From an optimization exercise on the open Yosys and OpenROAD flow, aimed at small area; shortcuts taken in it are not production practice. RTL that was checked went through simulation tests only; none was proved equivalent to the original. Only the layout flow was run in run 1; the RTL was not checked for function there. Power and IR drop assume default switching activity.

==> flow/design.v, too long to show whole: its modules and the start of the top module <==
// module vmem_accum_seq: 1059 lines
module vmem_accum_seq #(
  parameter int ADDR_W = 32,
  parameter int DATA_W = 32,
  parameter int LEN_W  = 11
) (
  input  logic              clk,
  input  logic              reset,
  input  logic              start,
  input  logic              op,
  input  logic [ADDR_W-1:0] src_a,
  input  logic [ADDR_W-1:0] src_b,
  input  logic [ADDR_W-1:0] dst,
  input  logic [LEN_W-1:0]  len,
  input  logic              reduce,
  output logic              busy,
  output logic              done,
  output logic [ADDR_W-1:0] vm_addr_a,
  output logic [ADDR_W-1:0] vm_addr_b,
  output logic [ADDR_W-1:0] vm_addr_c,
  output logic [DATA_W-1:0] vm_wd,
  output logic              vm_we,
  input  logic [DATA_W-1:0] vm_rv_a,
  input  logic [DATA_W-1:0] vm_rv_b
);
  // ...
==> flow/flow/run.sh <==
#!/bin/bash
# Standard ORFS flow with three changes:
#  - after the standard synthesis, the combinational logic between the registers,
#    full adders and half adders is mapped again by ABC (flow/remap.abc); the
#    registers, full adders and half adders are kept as they are;
#  - flow/fixfa.py then moves inverters off full-adder and XOR pins (full adders
#    are self-dual);
#  - the port buffers that global placement inserts use sky130_fd_sc_hd__buf_1.
set -euo pipefail
R=orfs/results/${FLOW_PLATFORM}/vmem_accum_seq/base
LIB=${FLOW_HOME}/platforms/sky130hd/lib/sky130_fd_sc_hd__tt_025C_1v80.lib
bash standard.sh synth > synth.log 2>&1
cp $R/1_2_yosys.v $R/1_2_yosys.std.v
yosys -l remap.log -p "read_liberty -ignore_miss_func $LIB; read_verilog $R/1_2_yosys.std.v; hierarchy -top $FLOW_TOP; blackbox sky130_fd_sc_hd__fa_* sky130_fd_sc_hd__ha_* sky130_fd_sc_hd__df* sky130_fd_sc_hd__edf* sky130_fd_sc_hd__sdf* sky130_fd_sc_hd__dl* sky130_fd_sc_hd__conb_1; flatten; opt_clean -purge; abc -liberty $LIB -dont_use sky130_fd_sc_hd__probe_p_8 -dont_use sky130_fd_sc_hd__probec_p_8 -dont_use sky130_fd_sc_hd__lpflow_bleeder_1 -dont_use sky130_fd_sc_hd__lpflow_clkbufkapwr_1 -dont_use sky130_fd_sc_hd__lpflow_clkbufkapwr_16 -dont_use sky130_fd_sc_hd__lpflow_clkbufkapwr_2 -dont_use sky130_fd_sc_hd__lpflow_clkbufkapwr_4 -dont_use sky130_fd_sc_hd__lpflow_clkbufkapwr_8 -dont_use sky130_fd_sc_hd__lpflow_clkinvkapwr_1 -dont_use sky130_fd_sc_hd__lpflow_clkinvkapwr_16 -dont_use sky130_fd_sc_hd__lpflow_clkinvkapwr_2 -dont_use sky130_fd_sc_hd__lpflow_clkinvkapwr_4 -dont_use sky130_fd_sc_hd__lpflow_clkinvkapwr_8 -dont_use sky130_fd_sc_hd__lpflow_decapkapwr_12 -dont_use sky130_fd_sc_hd__lpflow_decapkapwr_3 -dont_use sky130_fd_sc_hd__lpflow_decapkapwr_4 -dont_use sky130_fd_sc_hd__lpflow_decapkapwr_6 -dont_use sky130_fd_sc_hd__lpflow_decapkapwr_8 -dont_use sky130_fd_sc_hd__lpflow_inputiso0n_1 -dont_use sky130_fd_sc_hd__lpflow_inputiso0p_1 -dont_use sky130_fd_sc_hd__lpflow_inputiso1n_1 -dont_use sky130_fd_sc_hd__lpflow_inputiso1p_1 -dont_use sky130_fd_sc_hd__lpflow_inputisolatch_1 -dont_use sky130_fd_sc_hd__lpflow_isobufsrc_1 -dont_use sky130_fd_sc_hd__lpflow_isobufsrc_16 -dont_use sky130_fd_sc_hd__lpflow_isobufsrc_2 -dont_use sky130_fd_sc_hd__lpflow_isobufsrc_4 -dont_use sky130_fd_sc_hd__lpflow_isobufsrc_8 -dont_use sky130_fd_sc_hd__lpflow_isobufsrckapwr_16 -dont_use sky130_fd_sc_hd__lpflow_lsbuf_lh_hl_isowell_tap_1 -dont_use sky130_fd_sc_hd__lpflow_lsbuf_lh_hl_isowell_tap_2  -script flow/remap.abc; opt_clean -purge; rename -hide w:*.*; opt_clean -purge; hilomap -singleton -hicell sky130_fd_sc_hd__conb_1 HI -locell sky130_fd_sc_hd__conb_1 LO; splitnets; opt_clean -purge; insbuf -buf sky130_fd_sc_hd__buf_1 A X; stat -liberty $LIB; write_verilog -noattr -noexpr -nohex -nodec $R/1_2_yosys.remap.v" > /dev/null
python3 flow/fixfa.py $R/1_2_yosys.remap.v $R/1_2_yosys.v > fixfa.log 2>&1
rm -f $R/1_synth.odb $R/1_synth.sdc
bash standard.sh "BUFFER_PORTS_ARGS=-buffer_cell sky130_fd_sc_hd__buf_1" finish > layout.log 2>&1
==> flow/flow/fixfa.py <==
#!/usr/bin/env python3
"""Netlist post-pass: moves inverters off full-adder pins.

A full adder is self-dual: FA(~a,~b,~c) = (~sum, ~cout). XOR/XNOR gates can
absorb an inversion on any pin by swapping XOR2<->XNOR2. This pass picks, for
every full adder and XOR/XNOR gate, whether its output net carries the true or
the complemented value, so that as few nets as possible need an inverter, and
rewrites the netlist accordingly. Registers and ports are untouched.
usage: fixfa.py in.v out.v
"""
import re, sys, random

OUTPINS = {"X", "Y", "Q", "Q_N", "SUM", "COUT", "HI", "LO"}
P = "sky130_fd_sc_hd__"
XORT = {"xor2_1": "xnor2_1", "xnor2_1": "xor2_1", "xor2_2": "xnor2_2", "xnor2_2": "xor2_2",
        "xor2_4": "xnor2_4", "xnor2_4": "xor2_4", "xor3_1": "xnor3_1", "xnor3_1": "xor3_1",
        "xor3_2": "xnor3_2", "xnor3_2": "xor3_2", "xor3_4": "xnor3_4", "xnor3_4": "xor3_4"}
INVT = {"inv_1", "inv_2", "inv_4", "inv_6", "inv_8", "inv_12", "inv_16",
        "clkinv_1", "clkinv_2", "clkinv_4", "clkinv_8", "clkinv_16"}

src = open(sys.argv[1]).read()
m_end = src.rindex("endmodule")
cell_re = re.compile(r"^  (" + P + r"(\w+))\s+(\S+)\s*\((.*?)\);\n", re.S | re.M)
pin_re = re.compile(r"\.(\w+)\(\s*(.*?)\s*\)(?:,|\s*$)", re.S)

cells = []
first = None
for m in cell_re.finditer(src):
    if first is None:
        first = m.start()
    typ, name, body = m.group(2), m.group(3), m.group(4)
    pins = [(p, n.strip()) for p, n in pin_re.findall(body)]
    cells.append({"typ": typ, "name": name, "pins": pins})
header = src[:first]
tail = src[cell_re.search(src, 0) and 0:0]
body_end = max(m.end() for m in cell_re.finditer(src))
footer = src[body_end:]
assert footer.strip().startswith("endmodule"), footer[:200]

ports = set()
for m in re.finditer(r"^\s*(input|output)\s+(\[(\d+):(\d+)\]\s+)?(\S+);", header, re.M):
    nm = m.group(5)
    if m.group(2):
        hi, lo = int(m.group(3)), int(m.group(4))
        for i in range(min(hi, lo), max(hi, lo) + 1):
            ports.add(f"{nm}[{i}]")
    else:
        ports.add(nm)

driver = {}
for ci, c in enumerate(cells):
    for p, n in c["pins"]:
        if p in OUTPINS:
            driver[n] = (ci, p)

def is_inv(c):
    return c["typ"] in INVT

# canonical literal of a net: follow inverters back to a non-inverter net
def canon(n):
    q = 0
    seen = 0
    while n in driver and is_inv(cells[driver[n][0]]) and seen < 8:
        c = cells[driver[n][0]]
        n = dict(c["pins"])["A"]
        q ^= 1
        seen += 1
    return n, q

def kind(c):
    if c["typ"].startswith("fa_"):
        return "fa"
    if c["typ"] in XORT:
        return "xor"
    return "other"

# Flippable cells: full adders and xor gates whose outputs are not ports.
flip_ok = []
for ci, c in enumerate(cells):
    k = kind(c)
    ok = k in ("fa", "xor")
    if ok:
        for p, n in c["pins"]:
            if p in OUTPINS and n in ports:
                ok = False
    flip_ok.append(ok)

# consumers: for each non-inverter cell input pin -> (base, q)
cons = {}   # base -> list of (ci, pin, q)
for ci, c in enumerate(cells):
    if is_inv(c):
        continue
    for p, n in c["pins"]:
        if p in OUTPINS or p == "CLK":
            continue
        if re.match(r"^\d+'", n):
            continue
        b, q = canon(n)
        cons.setdefault(b, []).append((ci, p, q))
# inverter outputs that are ports: keep those inverters as they are
keep_inv = set()
for ci, c in enumerate(cells):
    if is_inv(c) and dict(c["pins"])["Y"] in ports:
        keep_inv.add(ci)
        b, q = canon(dict(c["pins"])["A"])
        # its input is a consumer demanding polarity q^... treat as 'other' pin
        cons.setdefault(b, []).append((ci, "A", q))

flip = [0] * len(cells)

def phi(b):
    d = driver.get(b)
    return flip[d[0]] if d else 0

def need(b):
    f = phi(b)
    for ci, p, q in cons.get(b, []):
        k = kind(cells[ci])
        if k == "xor" and ci not in keep_inv:
            continue
        r = q ^ f ^ (flip[ci] if k == "fa" else 0)
        if r:
            return 1
    return 0

def affected(ci):
    s = set()
    for p, n in cells[ci]["pins"]:
        if p in OUTPINS:
            s.add(n)
        elif not re.match(r"^\d+'", n):
            s.add(canon(n)[0])
    return s

before = sum(need(b) for b in cons)
cand = [ci for ci in range(len(cells)) if flip_ok[ci]]
random.seed(1)
import math
affc = {ci: list(affected(ci)) for ci in cand}
cur = before
best = before
best_flip = flip[:]
steps = 60000
for st in range(steps):
    T = 1.5 * (1 - st / steps) + 0.02
    ci = random.choice(cand)
    aff = affc[ci]
    old = sum(need(b) for b in aff)
    flip[ci] ^= 1
    new = sum(need(b) for b in aff)
    d = new - old
    if d <= 0 or random.random() < math.exp(-d / T):
        cur += d
        if cur < best:
            best = cur
            best_flip = flip[:]
    else:
        flip[ci] ^= 1
flip[:] = best_flip
# final greedy clean-up
improved = True
while improved:
    improved = False
    for ci in cand:
        aff = affc[ci]
        old = sum(need(b) for b in aff)
        flip[ci] ^= 1
        if sum(need(b) for b in aff) < old:
            improved = True
        else:
            flip[ci] ^= 1
after = sum(need(b) for b in cons)
sys.stderr.write(f"fixfa: inverted nets {before} -> {after}, flipped {sum(flip)} cells\n")

# Rewrite.
newwires = []
invname = {}
out_cells = []
cnt = 0
def inv_of(b):
    global cnt
    if b not in invname:
        cnt += 1
        nn = f"_fxn{cnt}_"
        invname[b] = nn
        newwires.append(nn)
        out_cells.append(("inv_1", f"_fxi{cnt}_", [("A", b), ("Y", nn)]))
    return invname[b]

for ci, c in enumerate(cells):
    if is_inv(c) and ci not in keep_inv:
        continue
    k = kind(c)
    typ = c["typ"]
    par = flip[ci] if k == "xor" else 0
    pins = []
    for p, n in c["pins"]:
        if p in OUTPINS or p == "CLK" or re.match(r"^\d+'", n):
            pins.append((p, n))
            continue
        b, q = canon(n)
        r = q ^ phi(b) ^ (flip[ci] if k == "fa" else 0)
        if k == "xor" and ci not in keep_inv:
            par ^= r
            pins.append((p, b))
        elif ci in keep_inv and r:
            typ = "buf_1"
            pins.append((p, b))
        else:
            pins.append((p, inv_of(b) if r else b))
    if typ == "buf_1" and ci in keep_inv:
        pins = [("X" if p == "Y" else p, n) for p, n in pins]
    if par:
        ntyp = XORT[typ]
        if ntyp.startswith("xnor2"):
            pins = [("Y" if p == "X" else p, n) for p, n in pins]
        elif ntyp.startswith("xor2"):
            pins = [("X" if p == "Y" else p, n) for p, n in pins]
        typ = ntyp
    out_cells.append((typ, c["name"], pins))

def fmt(typ, name, pins):
    s = f"  {P}{typ} {name} (\n"
    s += ",\n".join(f"    .{p}({n}{' ' if n.startswith(chr(92)) else ''})" for p, n in pins)
    return s + "\n  );\n"

decl = "".join(f"  wire {w};\n" for w in newwires)
out = header + decl + "".join(fmt(*c) for c in out_cells) + footer
open(sys.argv[2], "w").write(out)
ninv_old = sum(1 for c in cells if is_inv(c))
ninv_new = sum(1 for c in out_cells if c[0] in INVT)
sys.stderr.write(f"fixfa: inverter cells {ninv_old} -> {ninv_new}\n")
==> flow/flow/remap.abc <==
&get -n
&st
&dch
&nf -R 1000
&put
==> flow/standard.sh <==
#!/bin/bash
# synth_recipe.tcl (not shown) runs the flow's synth.tcl, then flattens the netlist and writes it again
# the make line also repeats each setting of config.mk as NAME=value (left out here)
make -C /OpenROAD-flow-scripts/flow DESIGN_CONFIG=/design/flow/config.mk WORK_HOME=/design/flow/orfs CLKGATE_MAP_FILE= SYNTH_SCRIPT=/design/flow/synth_recipe.tcl "${@:-finish}"
==> flow/config.mk <==
export PLATFORM = sky130hd
export DESIGN_NAME = vmem_accum_seq
export DESIGN_NICKNAME = vmem_accum_seq
export VERILOG_FILES = /design/flow/design.v
export SDC_FILE = /design/flow/constraint.sdc
export NUM_CORES = 4
export LEC_CHECK = 0
export ABC_AREA = 1
export CAP_MARGIN = 20
export CORE_MARGIN = 2
export CORE_UTILIZATION = 40
export SLEW_MARGIN = 20
==> flow/constraint.sdc <==
create_clock -name core_clock -period 12.5 [get_ports {clk}]
set_input_delay 2.5000 -clock core_clock [delete_from_list [all_inputs] [get_ports {clk}]]
set_output_delay 2.5000 -clock core_clock [all_outputs]
set_load 0.01 [all_outputs]
==> key figures, run 1 <==
Cells and area
  • Final non-clock buffer share: 9.48%
  • Sequential cell count: 105
  • Sequential cell area: 2110 µm²
  • Largest regs: pa_q (30), pb_q (30), pc_q (30)

Die
  • Die height: 198 µm
  • Die area: 39,000 µm²
  • Num rows: 70
  • Tapcells inserted: 468

Pwr
  • Logic gate share of total power: 82.5%
  • VDD IR max: 0.000603 V
  • Top power group: combinational cells
  • Power per Cell Area: 218 nW/µm²

Drt
  • Post-DRT Antenna Nets: 0
  • Top layer in use: met4
  • Met3 WL post-DR: 5.07 mm

Place
  • Post-DP HPWL: 40.3 mm
  • PortBufs: 294
  • Placed cells: 2,233

Setup path
  • Setup crit end: vm_wd[29]
  • Type of the worst setup path: in2out
  • Reg2reg setup slack: 6.09 ns
  • Reg2Reg Depth: 31
  • CP endpoint kind: primary output
  • Crit. Startpoint: vm_rv_b[0]
  • Cell depth of the worst setup path: 25

STA
  • Count of pins over their slew limit: 0
  • Number of hold violations in the final report: 0
  • Slew @ Worst Pin: 1.11 ns

Synth
  • Syn avg cell area: 10.7 µm²
  • Yosys Warn Count: 1
  • Post-Syn Instances: 1,403

Outcome
  • Status: no timing/DRC/antenna violations

Global route
  • GRT Max-Usage Layer: met2

Worst hold path
  • Hold/Removal Path Class: reg2reg
==> run 2: changes to the inputs <==
--- a/flow/design.v
+++ b/flow/design.v
@@ -853,21 +853,21 @@
   assign fsum[4] = fx[4] ^ fy[4] ^ fc[4];
   assign fc[5] = (fx[4] & fy[4]) | (fx[4] & fc[4]) | (fy[4] & fc[4]);
   assign fsum[5] = fx[5] ^ fy[5] ^ fc[5];
   assign fc[6] = (fx[5] & fy[5]) | (fx[5] & fc[5]) | (fy[5] & fc[5]);
   assign fsum[6] = fx[6] ^ fy[6] ^ fc[6];
   assign fc[7] = (fx[6] & fy[6]) | (fx[6] & fc[6]) | (fy[6] & fc[6]);
   assign fsum[7] = fx[7] ^ fy[7] ^ fc[7];
   assign fc[8] = (fx[7] & fy[7]) | (fx[7] & fc[7]) | (fy[7] & fc[7]);
-  assign fsum[8] = fx[8] ^ fy[8] ^ fc[8];
-  assign fc[9] = (fx[8] & fy[8]) | (fx[8] & fc[8]) | (fy[8] & fc[8]);
-  assign fsum[9] = fx[9] ^ fy[9] ^ fc[9];
-  assign fc[10] = (fx[9] & fy[9]) | (fx[9] & fc[9]) | (fy[9] & fc[9]);
-  logic fg10, fp10, fg11, fp11, fg12, fp12, fg13, fp13, fg14, fp14, fg15, fp15, fg16, fp16, fg17, fp17, fg18, fp18, fg19, fp19, fg20, fp20, fg21, fp21, fg22, fp22, fg23, fp23, fg24, fp24, fg25, fp25, fg26, fp26, fg27, fp27, fg28, fp28, fg29, fp29, fg30, fp30;
+  logic fg8, fp8, fg9, fp9, fg10, fp10, fg11, fp11, fg12, fp12, fg13, fp13, fg14, fp14, fg15, fp15, fg16, fp16, fg17, fp17, fg18, fp18, fg19, fp19, fg20, fp20, fg21, fp21, fg22, fp22, fg23, fp23, fg24, fp24, fg25, fp25, fg26, fp26, fg27, fp27, fg28, fp28, fg29, fp29, fg30, fp30;
+  assign fg8 = fx[8] & fy[8];
+  assign fp8 = fx[8] ^ fy[8];
+  assign fg9 = fx[9] & fy[9];
+  assign fp9 = fx[9] ^ fy[9];
   assign fg10 = fx[10] & fy[10];
   assign fp10 = fx[10] ^ fy[10];
   assign fg11 = fx[11] & fy[11];
   assign fp11 = fx[11] ^ fy[11];
   assign fg12 = fx[12] & fy[12];
   assign fp12 = fx[12] ^ fy[12];
   assign fg13 = fx[13] & fy[13];
   assign fp13 = fx[13] ^ fy[13];
@@ -901,159 +901,178 @@
   assign fp27 = fx[27] ^ fy[27];
   assign fg28 = fx[28] & fy[28];
   assign fp28 = fx[28] ^ fy[28];
   assign fg29 = fx[29] & fy[29];
   assign fp29 = fx[29] ^ fy[29];
   assign fg30 = fx[30] & fy[30];
   assign fp30 = fx[30] ^ fy[30];
   logic bg1, bp1;
-  assign bg1 = fg10 | (fp10 & fc[10]);
-  assign bp1 = fp10 & 1'b0;
+  assign bg1 = fg8 | (fp8 & fc[8]);
+  assign bp1 = fp8 & 1'b0;
   logic bg2, bp2;
-  assign bg2 = fg12 | (fp12 & fg11);
-  assign bp2 = fp12 & fp11;
+  assign bg2 = fg10 | (fp10 & fg9);
+  assign bp2 = fp10 & fp9;
   logic bg3, bp3;
-  assign bg3 = fg14 | (fp14 & fg13);
-  assign bp3 = fp14 & fp13;
+  assign bg3 = fg12 | (fp12 & fg11);
+  assign bp3 = fp12 & fp11;
   logic bg4, bp4;
-  assign bg4 = fg16 | (fp16 & fg15);
-  assign bp4 = fp16 & fp15;
+  assign bg4 = fg14 | (fp14 & fg13);
+  assign bp4 = fp14 & fp13;
   logic bg5, bp5;
-  assign bg5 = fg18 | (fp18 & fg17);
-  assign bp5 = fp18 & fp17;
+  assign bg5 = fg16 | (fp16 & fg15);
+  assign bp5 = fp16 & fp15;
   logic bg6, bp6;
-  assign bg6 = fg20 | (fp20 & fg19);
-  assign bp6 = fp20 & fp19;
+  assign bg6 = fg18 | (fp18 & fg17);
+  assign bp6 = fp18 & fp17;
   logic bg7, bp7;
-  assign bg7 = fg22 | (fp22 & fg21);
-  assign bp7 = fp22 & fp21;
+  assign bg7 = fg20 | (fp20 & fg19);
+  assign bp7 = fp20 & fp19;
   logic bg8, bp8;
-  assign bg8 = fg24 | (fp24 & fg23);
-  assign bp8 = fp24 & fp23;
+  assign bg8 = fg22 | (fp22 & fg21);
+  assign bp8 = fp22 & fp21;
   logic bg9, bp9;
-  assign bg9 = fg26 | (fp26 & fg25);
-  assign bp9 = fp26 & fp25;
+  assign bg9 = fg24 | (fp24 & fg23);
+  assign bp9 = fp24 & fp23;
   logic bg10, bp10;
-  assign bg10 = fg28 | (fp28 & fg27);
-  assign bp10 = fp28 & fp27;
+  assign bg10 = fg26 | (fp26 & fg25);
+  assign bp10 = fp26 & fp25;
   logic bg11, bp11;
-  assign bg11 = fg30 | (fp30 & fg29);
-  assign bp11 = fp30 & fp29;
+  assign bg11 = fg28 | (fp28 & fg27);
+  assign bp11 = fp28 & fp27;
   logic bg12, bp12;
-  assign bg12 = bg2 | (bp2 & bg1);
-  assign bp12 = bp2 & bp1;
+  assign bg12 = fg30 | (fp30 & fg29);
+  assign bp12 = fp30 & fp29;
   logic bg13, bp13;
-  assign bg13 = bg4 | (bp4 & bg3);
-  assign bp13 = bp4 & bp3;
+  assign bg13 = bg2 | (bp2 & bg1);
+  assign bp13 = bp2 & bp1;
   logic bg14, bp14;
-  assign bg14 = bg6 | (bp6 & bg5);
-  assign bp14 = bp6 & bp5;
+  assign bg14 = bg4 | (bp4 & bg3);
+  assign bp14 = bp4 & bp3;
   logic bg15, bp15;
-  assign bg15 = bg8 | (bp8 & bg7);
-  assign bp15 = bp8 & bp7;
+  assign bg15 = bg6 | (bp6 & bg5);
+  assign bp15 = bp6 & bp5;
   logic bg16, bp16;
-  assign bg16 = bg10 | (bp10 & bg9);
-  assign bp16 = bp10 & bp9;
+  assign bg16 = bg8 | (bp8 & bg7);
+  assign bp16 = bp8 & bp7;
   logic bg17, bp17;
-  assign bg17 = bg13 | (bp13 & bg12);
-  assign bp17 = bp13 & bp12;
+  assign bg17 = bg10 | (bp10 & bg9);
+  assign bp17 = bp10 & bp9;
   logic bg18, bp18;
-  assign bg18 = bg15 | (bp15 & bg14);
-  assign bp18 = bp15 & bp14;
+  assign bg18 = bg12 | (bp12 & bg11);
+  assign bp18 = bp12 & bp11;
   logic bg19, bp19;
-  assign bg19 = bg18 | (bp18 & bg17);
-  assign bp19 = bp18 & bp17;
+  assign bg19 = bg14 | (bp14 & bg13);
+  assign bp19 = bp14 & bp13;
   logic bg20, bp20;
-  assign bg20 = bg14 | (bp14 & bg17);
-  assign bp20 = bp14 & bp17;
+  assign bg20 = bg16 | (bp16 & bg15);
+  assign bp20 = bp16 & bp15;
   logic bg21, bp21;
-  assign bg21 = bg16 | (bp16 & bg19);
-  assign bp21 = bp16 & bp19;
+  assign bg21 = bg18 | (bp18 & bg17);
+  assign bp21 = bp18 & bp17;
   logic bg22, bp22;
-  assign bg22 = bg3 | (bp3 & bg12);
-  assign bp22 = bp3 & bp12;
+  assign bg22 = bg20 | (bp20 & bg19);
+  assign bp22 = bp20 & bp19;
   logic bg23, bp23;
-  assign bg23 = bg5 | (bp5 & bg17);
-  assign bp23 = bp5 & bp17;
+  assign bg23 = bg21 | (bp21 & bg22);
+  assign bp23 = bp21 & bp22;
   logic bg24, bp24;
-  assign bg24 = bg7 | (bp7 & bg20);
-  assign bp24 = bp7 & bp20;
+  assign bg24 = bg15 | (bp15 & bg19);
+  assign bp24 = bp15 & bp19;
   logic bg25, bp25;
-  assign bg25 = bg9 | (bp9 & bg19);
-  assign bp25 = bp9 & bp19;
+  assign bg25 = bg17 | (bp17 & bg22);
+  assign bp25 = bp17 & bp22;
   logic bg26, bp26;
-  assign bg26 = bg11 | (bp11 & bg21);
-  assign bp26 = bp11 & bp21;
+  assign bg26 = bg3 | (bp3 & bg13);
+  assign bp26 = bp3 & bp13;
   logic bg27, bp27;
-  assign bg27 = fg11 | (fp11 & bg1);
-  assign bp27 = fp11 & bp1;
+  assign bg27 = bg5 | (bp5 & bg19);
+  assign bp27 = bp5 & bp19;
   logic bg28, bp28;
-  assign bg28 = fg13 | (fp13 & bg12);
-  assign bp28 = fp13 & bp12;
+  assign bg28 = bg7 | (bp7 & bg24);
+  assign bp28 = bp7 & bp24;
   logic bg29, bp29;
-  assign bg29 = fg15 | (fp15 & bg22);
-  assign bp29 = fp15 & bp22;
+  assign bg29 = bg9 | (bp9 & bg22);
+  assign bp29 = bp9 & bp22;
   logic bg30, bp30;
-  assign bg30 = fg17 | (fp17 & bg17);
-  assign bp30 = fp17 & bp17;
+  assign bg30 = bg11 | (bp11 & bg25);
+  assign bp30 = bp11 & bp25;
   logic bg31, bp31;
-  assign bg31 = fg19 | (fp19 & bg23);
-  assign bp31 = fp19 & bp23;
+  assign bg31 = fg9 | (fp9 & bg1);
+  assign bp31 = fp9 & bp1;
   logic bg32, bp32;
-  assign bg32 = fg21 | (fp21 & bg20);
-  assign bp32 = fp21 & bp20;
+  assign bg32 = fg11 | (fp11 & bg13);
+  assign bp32 = fp11 & bp13;
   logic bg33, bp33;
-  assign bg33 = fg23 | (fp23 & bg24);
-  assign bp33 = fp23 & bp24;
+  assign bg33 = fg13 | (fp13 & bg26);
+  assign bp33 = fp13 & bp26;
   logic bg34, bp34;
-  assign bg34 = fg25 | (fp25 & bg19);
-  assign bp34 = fp25 & bp19;
+  assign bg34 = fg15 | (fp15 & bg19);
+  assign bp34 = fp15 & bp19;
   logic bg35, bp35;
-  assign bg35 = fg27 | (fp27 & bg25);
-  assign bp35 = fp27 & bp25;
+  assign bg35 = fg17 | (fp17 & bg27);
+  assign bp35 = fp17 & bp27;
   logic bg36, bp36;
-  assign bg36 = fg29 | (fp29 & bg21);
-  assign bp36 = fp29 & bp21;
-  assign fc[11] = bg1;
+  assign bg36 = fg19 | (fp19 & bg24);
+  assign bp36 = fp19 & bp24;
+  logic bg37, bp37;
+  assign bg37 = fg21 | (fp21 & bg28);
+  assign bp37 = fp21 & bp28;
+  logic bg38, bp38;
+  assign bg38 = fg23 | (fp23 & bg22);
+  assign bp38 = fp23 & bp22;
+  logic bg39, bp39;
+  assign bg39 = fg25 | (fp25 & bg29);
+  assign bp39 = fp25 & bp29;
+  logic bg40, bp40;
+  assign bg40 = fg27 | (fp27 & bg25);
+  assign bp40 = fp27 & bp25;
+  logic bg41, bp41;
+  assign bg41 = fg29 | (fp29 & bg30);
+  assign bp41 = fp29 & bp30;
+  assign fc[9] = bg1;
+  assign fsum[8] = fp8 ^ fc[8];
+  assign fc[10] = bg31;
+  assign fsum[9] = fp9 ^ fc[9];
+  assign fc[11] = bg13;
   assign fsum[10] = fp10 ^ fc[10];
-  assign fc[12] = bg27;
+  assign fc[12] = bg32;
   assign fsum[11] = fp11 ^ fc[11];
-  assign fc[13] = bg12;
+  assign fc[13] = bg26;
   assign fsum[12] = fp12 ^ fc[12];
-  assign fc[14] = bg28;
+  assign fc[14] = bg33;
   assign fsum[13] = fp13 ^ fc[13];
-  assign fc[15] = bg22;
+  assign fc[15] = bg19;
   assign fsum[14] = fp14 ^ fc[14];
-  assign fc[16] = bg29;
+  assign fc[16] = bg34;
   assign fsum[15] = fp15 ^ fc[15];
-  assign fc[17] = bg17;
+  assign fc[17] = bg27;
   assign fsum[16] = fp16 ^ fc[16];
-  assign fc[18] = bg30;
+  assign fc[18] = bg35;
   assign fsum[17] = fp17 ^ fc[17];
-  assign fc[19] = bg23;
+  assign fc[19] = bg24;
   assign fsum[18] = fp18 ^ fc[18];
-  assign fc[20] = bg31;
+  assign fc[20] = bg36;
   assign fsum[19] = fp19 ^ fc[19];
-  assign fc[21] = bg20;
+  assign fc[21] = bg28;
   assign fsum[20] = fp20 ^ fc[20];
-  assign fc[22] = bg32;
+  assign fc[22] = bg37;
   assign fsum[21] = fp21 ^ fc[21];
-  assign fc[23] = bg24;
+  assign fc[23] = bg22;
   assign fsum[22] = fp22 ^ fc[22];
-  assign fc[24] = bg33;
+  assign fc[24] = bg38;
   assign fsum[23] = fp23 ^ fc[23];
-  assign fc[25] = bg19;
+  assign fc[25] = bg29;
   assign fsum[24] = fp24 ^ fc[24];
-  assign fc[26] = bg34;
+  assign fc[26] = bg39;
   assign fsum[25] = fp25 ^ fc[25];
   assign fc[27] = bg25;
   assign fsum[26] = fp26 ^ fc[26];
-  assign fc[28] = bg35;
+  assign fc[28] = bg40;
   assign fsum[27] = fp27 ^ fc[27];
-  assign fc[29] = bg21;
+  assign fc[29] = bg30;
   assign fsum[28] = fp28 ^ fc[28];
-  assign fc[30] = bg36;
+  assign fc[30] = bg41;
   assign fsum[29] = fp29 ^ fc[29];
-  assign fc[31] = bg26;
+  assign fc[31] = bg23;
   assign fsum[30] = fp30 ^ fc[30];
   assign vm_wd = {fc[31] ^ pp0_31 ^ pp1_31 ^ pp2_31 ^ pp3_31 ^ pp4_31 ^ pp5_31 ^ pp6_31 ^ pp7_31 ^ pp8_31 ^ pp9_31 ^ pp10_31 ^ pp11_31 ^ pp12_31 ^ pp13_31 ^ pp14_31 ^ pp15_31 ^ c12 ^ c13 ^ c14 ^ c15 ^ c60 ^ c61 ^ c62 ^ c63 ^ c118 ^ c119 ^ c120 ^ c167 ^ c168 ^ c195 ^ c226, fsum[30:0]};
 endmodule
==> flow/config.mk (replaced) <==
export PLATFORM = sky130hd
export DESIGN_NAME = vmem_accum_seq
export DESIGN_NICKNAME = vmem_accum_seq
export VERILOG_FILES = /design/flow/design.v
export SDC_FILE = /design/flow/constraint.sdc
export NUM_CORES = 4
export LEC_CHECK = 0
export ABC_AREA = 1
export CAP_MARGIN = 5
export CORE_MARGIN = 2
export CORE_UTILIZATION = 40
export CTS_BUF_LIST = sky130_fd_sc_hd__clkbuf_4 sky130_fd_sc_hd__clkbuf_8
export SLEW_MARGIN = 5
==> run 2 against run 1 <==
Final cell count rose by 2.7%. Largest cell class unchanged. Flip-flop and latch count did not move. Global-route usage fell by 0.056 points. Still clean on timing, DRC and antenna. Core utilization fell by 0.82 points. Critical endpoint is now vm_wd[26]. Synthesized cell count rose by 1.6%. Clock skew rose by 0.013 ns. Critical path type unchanged. Die area rose by 0.76%. Critical path depth rose by 1. Register-to-register slack improved by 0.32 ns. Combinational power fell by 2%. Highest routed layer is now met5. Non-clock buffer count rose by 3.
==> key figures, run 2 <==
Drt
  • DRT Pass-1 Iters: 7
  • Routed len/inst: 23.0 µm
  • Via Count: 13,600
  • Vias per cell: 5.89
  • DR iter-0 viols: 1,557
  • Residual DRC: 0
  • Post-DRT Antenna Nets: 0 (unchanged)
  • WL final: 53.3 mm

STA
  • Count of pins over their slew limit: 0 (unchanged)
  • Rel. slew slack: 19.6%
  • RSZ-0062 raised after global routing: no
  • # setup viols final: 0
  • Maximum clock rate: 83.1 MHz
  • Number of hold violations in the final report: 0 (unchanged)
  • Setup TNS: 0 ns
  • Crit share post-route: 96.2%
  • Skew final: 0.0250 ns
  • Slew @ Worst Pin: 1.20 ns (+0.0964 ns)
  • Min Tclk post-route: 12.03 ns

Worst hold path
  • Cells on Worst Hold Path: 1
  • Hold/Removal Path Class: reg2reg

Clock tree
  • CTS tree: done
  • Hold Buf Count CTS: 0
  • CTS Sinks: 105
  • Clk Latency, worst-skew pair: 0.38 ns
  • H-tree depth: 3
  • Longest Clk Path Bufs: 2
  • Clk slew on worst S/H paths: 0.11 ns
  • Post-CTS Setup Inserts: 0
  • CTS Buf Count: 9
  • Clock root buffer: clkbuf_8

Die
  • Num rows: 71 (+1.4%)
  • Initial cell density of the core: 40.4%
  • Ports: 307
  • Die area: 39,300 µm² (+0.76%)
  • Core outline area: 37,400 µm²
  • Die height: 198 µm (+0.38%)
  • Die extent in x: 198 µm

Setup path
  • CP Launch Type: input port
  • CP Data Required Time: 10.00 ns
  • Crit path arrival time: 9.53 ns
  • Type of the worst setup path: in2out
  • CP endpoint kind: primary output
  • Reg2Reg Depth: 29 (-6.5%)
  • Worst-path fanout max: 12

Synth
  • Yosys Warn Count: 1 (unchanged)
  • Post-synthesis cell area: 15,100 µm²
  • Post-Syn Instances: 1,425 (+1.6%)
  • Syn avg cell area: 10.6 µm² (-0.79%)

Outcome
  • Status: no timing/DRC/antenna violations

Global route
  • First-pass GRT wire length: 81.8 mm
  • Antenna violations before repair: 4
  • Vias in the first global route: 14,000
  • GRT overflow: 0
  • GR Util All Layers: 27.4%
  • Largest net degree at the start of global routing: 91

Pwr
  • VDD IR max: 0.000235 V (-61%)
  • Switch share: 53.8%
  • P_int: 1.74 mW
  • P_sw: 2.02 mW
  • Reg power frac: 10.4%
  • Power per Cell Area: 212 nW/µm² (-2.6%)
  • Lkg Pwr: 7.52 nW
  • Clock power share: 5.9%
  • Logic gate share of total power: 83.6% (+1.1 points)

Cells and area
  • Layout cells sized above 1: 6.26%
  • Largest regs: pa_q (30), pb_q (30), pc_q (30)
  • Most frequent cells in the layout: buf_1, xor2_1, fa_1
  • Syn-to-layout area delta: 17.4%
  • Final Non-Filler Cells: 2,318
  • Final net count: 2,339
  • Most common cell after layout, fill and taps aside: buf_1
  • Post-route cell area: 17,700 µm²

Place
  • Post-DP HPWL: 41.2 mm (+2.2%)
  • PortBufs: 294 (unchanged)
  • Routability cong.: 0.891
  • Placed cells: 2,301 (+3.0%)
  • Area after DPL: 17,500 µm²

Job
  • Number of max-cap violations: 0
==> run 2: cell type report <==
| cell class | instances | area (µm²) |
|---|---|---|
| multi-input combinational | 1268 | 12900 |
| tap | 511 | 639 |
| fill | 3657 | 19700 |
| clock buffer | 9 | 124 |
| inverter | 46 | 173 |
| sequential | 105 | 2110 |
| timing repair buffer | 371 | 1680 |
| clock inverter | 6 | 86.3 |
| antenna | 2 | 5.00 |
==> run 2: power groups by stage <==
stage | clock network [mW] | logic, mW | registers (mW)
2_1_floorplan | 0 | 2.19 | 0.408
3_3_place_gp | 0 | 3.08 | 0.398
3_5_place_dp | 0 | 3.14 | 0.399
4_1_cts | 0.232 | 3.16 | 0.392
5_1_grt | 0.244 | 3.58 | 0.396
6_report | 0.224 | 3.14 | 0.391
==> run 2: path summary, 6_finish.rpt <==
path / from / slack [ns] / endpoint
hold reg to reg: pa_q[0] / 0.50 / pa_q[0]
hold / removal: pa_q[0] / 0.50 / pa_q[0]
setup reg to reg: pb_q[0] / 6.41 / pb_q[28]
setup / recovery: vm_rv_b[1] / 0.47 / vm_wd[26]
==> run 2: layer usage <==
metal  part of all wire [%]  up-vias  wire [µm]  GRT usage (%)
li1                       -     6104          -              -
met1                     39     6723      20800           34.4
met2                     46      721      24600           44.1
met3                     12       99       6250           9.03
met4                    3.1        2       1650           9.33
met5                  0.030        -         16              0
==> run 2: per-stage QoR <==
stage	hold slack [ns]	power [mW]	utilization, %	worst slack, ns
after global routing	0.546	4.22	47.4	0.0474
final	0.500	3.76	47.4	0.469
after detailed placement	0.485	3.54	46.8	0.0239
after global placement	0.474	3.47	46.8	0.0190
after floorplan	0.455	2.60	-	0.0616
after CTS	0.504	3.78	47.3	0.0138
==> run 2: repair_timing <==
| action | CTS | global route |
|---|---|---|
| gates resized for setup | 1 | 5 |
| gates cloned | 0 | 0 |
| pin swaps | 0 | 0 |
| endpoints found under the setup margin | 3 | 10 |
==> run 2: critical path: stages <==
cell and delay, ns:
clkbuf_2 0.16, nand2_1 0.16, inv_1 0.17, buf_4 0.21, a31oi_1 0.12, ha_1 0.34
fa_1 0.41, fa_1 0.47, fa_1 0.47, fa_1 0.47, fa_1 0.47, fa_1 0.46
fa_1 0.47, fa_1 0.50, a21o_1 0.21, a21oi_2 0.18, o21ai_2 0.12, a31oi_1 0.19
buf_4 0.17, o31ai_2 0.15, buf_4 0.22, inv_1 0.05, o21ai_0 0.10, fa_1 0.46
xor2_1 0.13, buf_1 0.16
==> run 3: changes to the inputs <==
--- a/flow/config.mk
+++ b/flow/config.mk
@@ -6,8 +6,8 @@
 export NUM_CORES = 4
 export LEC_CHECK = 0
 export ABC_AREA = 1
-export CAP_MARGIN = 5
+export CAP_MARGIN = 20
 export CORE_MARGIN = 2
 export CORE_UTILIZATION = 40
 export CTS_BUF_LIST = sky130_fd_sc_hd__clkbuf_4 sky130_fd_sc_hd__clkbuf_8
-export SLEW_MARGIN = 5
+export SLEW_MARGIN = 20
==> run 3 against run 2 <==
Still clean. Cell area about the same. Count of clock-buffer cells in the layout unchanged. Core utilization about the same. Clock skew unchanged. Final cell count unchanged. Hold slack unchanged. Critical path depth unchanged. Non-clock buffer count unchanged. Register-to-register slack about the same. Die area unchanged. Synthesized cell count unchanged. Worst setup slack got worse by 0.0040 ns. Highest routed layer unchanged.
==> key figures, run 3 <==
Setup path
  • Worst-path fanout max: 12 (unchanged)
  • Most frequent CP cell: fa_1
  • Crit-path slowest cell: fa_1
  • CP endpoint kind: primary output
  • CP Launch Type: input port
  • Type of the worst setup path: in2out
  • Crit. Startpoint: vm_rv_b[1]
  • Crit path arrival time: 9.53 ns (about the same)
  • Worst path max stage delay: 0.50 ns (about the same)
  • CP Data Required Time: 10.00 ns (about the same)
  • Critical R2R Launch: pb_q[0]

Die
  • Die extent in x: 198 µm (unchanged)
  • Initial cell density of the core: 40.4% (unchanged)
  • Ports: 307 (unchanged)
  • Die height: 198 µm (unchanged)
  • Num rows: 71 (unchanged)
  • Core outline area: 37,400 µm² (unchanged)
  • Die area: 39,300 µm² (unchanged)

Worst hold path
  • Hold Startpoint: pa_q[0]
  • Hold/Removal Path Class: reg2reg

STA
  • Setup slack after layout: 0.465 ns (-0.00397 ns)
  • Slew @ Worst Pin: 1.06 ns (-0.140 ns)
  • RSZ-0062 raised after global routing: no
  • # setup viols final: 0 (unchanged)
  • Maximum clock rate: 83.1 MHz (about the same)
  • Rel. slew slack: 29.2% (+9.6 points)
  • Crit share post-route: 96.3% (about the same)
  • Min Tclk post-route: 12.03 ns (+0.00397 ns)
  • Skew final: 0.0250 ns (unchanged)
  • Count of pins over their slew limit: 0 (unchanged)
  • Number of hold violations in the final report: 0 (unchanged)
  • Setup TNS: 0 ns (unchanged)

Global route
  • GR Util All Layers: 27.4% (unchanged)
  • GRT overflow: 0 (unchanged)
  • First-pass GRT wire length: 81.8 mm (unchanged)
  • Vias in the first global route: 14,000 (unchanged)
  • Largest net degree at the start of global routing: 91 (unchanged)
  • Antenna violations before repair: 4 (unchanged)

Pwr
  • Total power draw: 3.76 mW (about the same)
  • Lkg Pwr: 7.52 nW (about the same)
  • Power per Cell Area: 212 nW/µm² (about the same)
  • VDD IR max: 0.000235 V (about the same)

Cells and area
  • Fill count: 3,656 (-0.027%)
  • Most frequent cells in the layout: buf_1, xor2_1, fa_1
  • Most common cell after layout, fill and taps aside: buf_1
  • Final core occ: 47.4% (about the same)
  • Syn-to-layout area delta: 17.4% (about the same)
  • Post-route cell area: 17,700 µm² (about the same)
  • Largest regs: pa_q (30), pb_q (30), pc_q (30)
  • Final net count: 2,339 (unchanged)
  • Layout cells sized above 1: 6.37% (+0.11 points)

Clock tree
  • Clk Latency, worst-skew pair: 0.38 ns (about the same)
  • CTS Sinks: 105 (unchanged)
  • CTS Buf Count: 9 (unchanged)
  • Longest Clk Path Bufs: 2 (unchanged)
  • PostCTS Resize Cnt: 1 (unchanged)
  • Post-CTS Setup Inserts: 0 (unchanged)
  • Clock root buffer: clkbuf_8
  • Clk slew on worst S/H paths: 0.11 ns (about the same)
  • CTS tree: done
  • H-tree depth: 3 (unchanged)
  • Hold Buf Count CTS: 0 (unchanged)

Drt
  • DRT Pass-1 Iters: 10 (+3)
  • Residual DRC: 0 (unchanged)
  • Vias per cell: 5.90 (+0.22%)
  • Post-DRT Antenna Nets: 0 (unchanged)
  • DR iter-0 viols: 1,560 (+0.19%)
  • WL final: 53.3 mm (about the same)
  • Routed len/inst: 23.0 µm (about the same)
  • Via Count: 13,700 (+0.22%)

Place
  • Routability cong.: 0.891 (unchanged)
  • Setup slack at placement: 0.0239 ns (unchanged)
  • Area after DPL: 17,500 µm² (unchanged)
  • Post-DP HPWL: 41.2 mm (unchanged)
  • PortBufs: 294 (unchanged)

Synth
  • Post-synthesis cell area: 15,100 µm² (unchanged)
  • Syn avg cell area: 10.6 µm² (unchanged)
  • Post-Syn Instances: 1,425 (unchanged)
  • Yosys Warn Count: 1 (unchanged)

Outcome
  • Status: no timing/DRC/antenna violations

Job
  • Number of max-cap violations: 0 (unchanged)
## run 3: routing by layer
| metal | vias to the layer above | GRT usage [%] | share of wire, % | routed length [µm] |
|---|---|---|---|---|
| li1 | 6104 | - | - | - |
| met4 | 2 | 9.33 | 3.0 | 1600 |
| met5 | - | 0 | 0.030 | 16 |
| met3 | 89 | 9.03 | 12 | 6520 |
| met2 | 756 | 44.1 | 46 | 24600 |
| met1 | 6728 | 34.4 | 38 | 20500 |
## run 3: area by class of cell
class / count / area [µm²] / area share (%)
inverter: 46 / 173 / 0.974
tap: 511 / 639 / 3.61
sequential: 105 / 2110 / 11.9
clock inverter: 6 / 86.3 / 0.487
timing repair buffer: 371 / 1680 / 9.50
clock buffer: 9 / 124 / 0.699
multi-input combinational: 1268 / 12900 / 72.8
antenna: 2 / 5.00 / 0.0282
## run 3: critical path, delay by kind of cell
kind	cells	cell delay (ns)
AOI/OAI and AO/OA	7	1.07
and+or+nand+nor	1	0.16
xor gates and xnor gates	1	0.13
adders and majority gates	10	4.52
buffers and inverters	7	1.14
## run 3: final timing paths
kind / end / slack (ns) / depth (start not counted)
setup reg to reg: pb_q[28] / 6.41 / 29
hold reg to reg: pa_q[0] / 0.50 / 1
setup / recovery: vm_wd[26] / 0.47 / 26
hold / removal: pa_q[0] / 0.50 / 1
## run 3: through the flow
| step | hold WS (ns) | std cells |
|---|---|---|
| final | 0.500 | 2318 |
| after global routing | 0.546 | 2317 |
| after CTS | 0.504 | 2316 |
| after detailed placement | 0.485 | 2301 |
| after global placement | 0.474 | 2301 |
| after floorplan | 0.455 | 1430 |
## run 3: report_power, final
group          switching (mW)  leakage [nW]  internal [mW]
Combinational            1.87          6.55           1.27
Sequential             0.0212         0.864          0.370
Clock                   0.127         0.106         0.0968
Total                    2.02          7.52           1.74

[re-timing with driven ports]
How much do the figures lean on ideal ports? The routed layouts below were timed once more, with nothing changed but the port constraints.
Step 1, drivers: a clkbuf_16 drives clk and a buf_2 each remaining input, both assumed.
Step 2 also shifts input and output timing later by t, the mid clock arrival at the registers, as if the neighbouring blocks saw the same clock.
Slacks: ideal / step 1 / step 2; pairs: ideal / step 1.
| run | t, ns | setup WS [ns] | clock arrival spread, ns | pins driven straight from the clock port |
|---|---|---|---|---|
| run 1 | 0.393 | 0.414 / 0.334 / 0.334 | 0.014 / 0.014 | 1 |
| run 2 | 0.410 | 0.469 / 0.399 / 0.399 | 0.025 / 0.025 | 1 |
| run 3 | 0.410 | 0.465 / 0.395 / 0.395 | 0.025 / 0.025 | 1 |
After both steps every run listed still meets setup and hold. The setup slack of run 1, which loses most, moves by -0.080 ns with the drivers and by -0.080 ns with both steps.
